This design comes from an exercise in tuning for small area on the open sky130 flow, not from production work. In this exercise RTL edits were held to simulation tests only and were not proved equivalent to the original. The clock port is modelled as an ideal driver; clocking choices that lean on that would not hold on a real chip. Power figures rest on the tool's default switching activity, not on a simulated workload.

== run 1 ==
Design decode_stage_pipe, start of the top module:
module decode_stage_pipe #(
  parameter int          N      = 32,
  parameter logic [3:0]  PC_REG = 4'd15
) (
  input  logic         clk,
  input  logic         rst,
  input  logic         in_valid,
  input  logic [31:0]  inst,
  input  logic [N-1:0] pc,
  input  logic         reg_src_a1,
  input  logic         reg_src_a2,
  input  logic [1:0]   imm_src,
  input  logic         reg_write,
  input  logic [3:0]   a3,
  input  logic [N-1:0] wd3,
  input  logic         ex_stall,
  input  logic         flush,
  output logic [3:0]   a1,
  output logic [3:0]   a2,
  output logic         stall_fd,
  output logic         out_valid,
  output logic [N-1:0] out_rd1,
  output logic [N-1:0] out_rd2,
  output logic [N-1:0] out_imm,
  output logic [3:0]   out_rd,
  output logic [2:0]   out_cond,
  output logic [1:0]   out_op,
  output logic [4:0]   out_cmd,
  output logic         out_imm_flag,
  output logic         out_mem_load,
  output logic [N-1:0] r0,
  output logic [N-1:0] r1
);
export LEC_CHECK = 0
export CAP_MARGIN = 10
export CORE_MARGIN = 2
export CORE_UTILIZATION = 40
export PLACE_DENSITY = 0.72
export SLEW_MARGIN = 10
export SYNTH_HIERARCHICAL = 1
create_clock -name core_clock -period 5.5 [get_ports {clk}]
standard.sh (not shown) runs the stock make flow with config.mk's settings and CLKGATE_MAP_FILE= SYNTH_SCRIPT=/design/flow/synth_recipe.tcl, a recipe that flattens the netlist after the stock synthesis.
==> flow/flow/run.sh <==
#!/bin/bash
# Own layout flow: the standard ORFS layout (standard.sh: unchanged synthesis,
# floorplan, power grid and tap cells), with these changes:
#  - ports are buffered with the smallest buffer (buf_1) instead of ORFS's default pick;
#  - clock tree synthesis uses clkbuf_8, clusters of up to 14 sinks and inserts no dummy loads;
#  - after clock tree synthesis, combinational cells that drive a single load (after
#    placement-time buffering) are shrunk to their _1 size (flow/downsize.tcl); the
#    global-route repair steps then fix any slew, capacitance or timing issue.
# ORFS writes each tool's full log under orfs/logs/; make's and the downsizing step's
# own output go to make_cts.log, downsize.log and make_finish.log.
set -euo pipefail
export BUFFER_PORTS_ARGS="-buffer_cell sky130_fd_sc_hd__buf_1"
export CTS_ARGS="-sink_clustering_enable -sink_clustering_size 14 -sink_clustering_max_diameter 50 -repair_clock_nets -dont_use_dummy_load -buf_list sky130_fd_sc_hd__clkbuf_8"
bash standard.sh cts > make_cts.log 2>&1
R=orfs/results/sky130hd/decode_stage_pipe/base
IN_ODB=$R/4_cts.odb OUT_ODB=$R/4_cts_small.odb openroad -no_init -exit flow/downsize.tcl > downsize.log 2>&1
mv -f $R/4_cts_small.odb $R/4_cts.odb
bash standard.sh > make_finish.log 2>&1
Other scripts of this flow, unchanged in this note and not shown: flow/flow/downsize.tcl
Run 1 | status: complete | timing, DRC, antenna: pass
## Diff of input files: run 2 against run 1
diff --git a/flow/flow/run.sh b/flow/flow/run.sh
--- a/flow/flow/run.sh
+++ b/flow/flow/run.sh
@@ -8 +8,2 @@
-#    global-route repair steps then fix any slew, capacitance or timing issue.
+#    global-route repair steps then fix any slew, capacitance or timing issue;
+#  - the global-route stage recovers area on non-critical paths (RECOVER_POWER).
@@ -13,0 +15 @@
+export RECOVER_POWER=100
Finished, but not clean: run 2, with capacitance limit, slew limit.
Compare run 2 and run 1 | post-route clock period utilization lower: run 1
Changes observed in run 2 relative to run 1: clock transition time at the flip-flop clock pins of the worst setup and hold paths went up by 40 ps; total power was more or less identical; number of buffers added for setup after CTS was more or less identical; combinational power share was more or less identical.
Modified inputs, run 3 compared to run 2
diff --git a/flow/flow/run.sh b/flow/flow/run.sh
--- a/flow/flow/run.sh
+++ b/flow/flow/run.sh
@@ -5 +5 @@
-#  - clock tree synthesis uses clkbuf_8, clusters of up to 14 sinks and inserts no dummy loads;
+#  - clock tree synthesis uses clkbuf_4, clusters of up to 8 sinks and inserts no dummy loads;
@@ -14 +14 @@
-export CTS_ARGS="-sink_clustering_enable -sink_clustering_size 14 -sink_clustering_max_diameter 50 -repair_clock_nets -dont_use_dummy_load -buf_list sky130_fd_sc_hd__clkbuf_8"
+export CTS_ARGS="-sink_clustering_enable -sink_clustering_size 8 -sink_clustering_max_diameter 60 -repair_clock_nets -dont_use_dummy_load -buf_list sky130_fd_sc_hd__clkbuf_4"
==> notes.md <==
- Although run 3 finished all stages, its layout failed final checks on capacitance limit, slew limit.
- Relative to run 2, layout-stage area growth over the synthesis result decreased by 0.76 points in run 3.
- Sort run 3 and run 2 by internal power contribution, descending, and run 2 comes first.
- The run showing the smaller fmax is run 2.
- Diff run 2 -> run 3 | via density per instance | up slightly
- Count of clock buffers in the final design (lower): run 2
- Total wire length after detailed routing in run 3 is about 0.6% higher than in run 2
- The higher worst setup slack of run 3 and run 2 is in run 3.
- The uppermost layer routed comes out met4 in one run and met5 in the other, namely in run 2 and run 3 respectively.
- Between run 3 and run 2, the routed length per instance does not differ in any meaningful way.

-- re-timing with driven ports --
No port has a modelled driver above. Below, the same layouts with a new extraction and two added sets of constraints. Step 1 sets driving cells, clkbuf_16 on the clock port and buf_2 on the other inputs (assumed; they add their load-dependent delay and slew). Step 2 also shifts input and output timing later by t, the mid clock arrival at the registers, as if the neighbouring blocks saw the same clock. Three values: ideal, step 1, step 2; two values: the first two.
run | t (ns) | setup WS [ns] | worst setup path at the end | worst slew at a driven data input, ns | cell pins on the clock port's net
run 1 | 0.757 | 1.322 / 1.282 / 1.227 | input to register | 0.18 | 1
run 2 | 0.752 | 0.525 / 0.561 / -0.191 | input to register | 0.18 | 1
run 3 | 0.883 | 0.686 / 0.719 / -0.164 | input to register | 0.17 | 1
The setup slack of run 3, which loses most, moves by +0.033 ns with the drivers and by -0.850 ns with both steps.
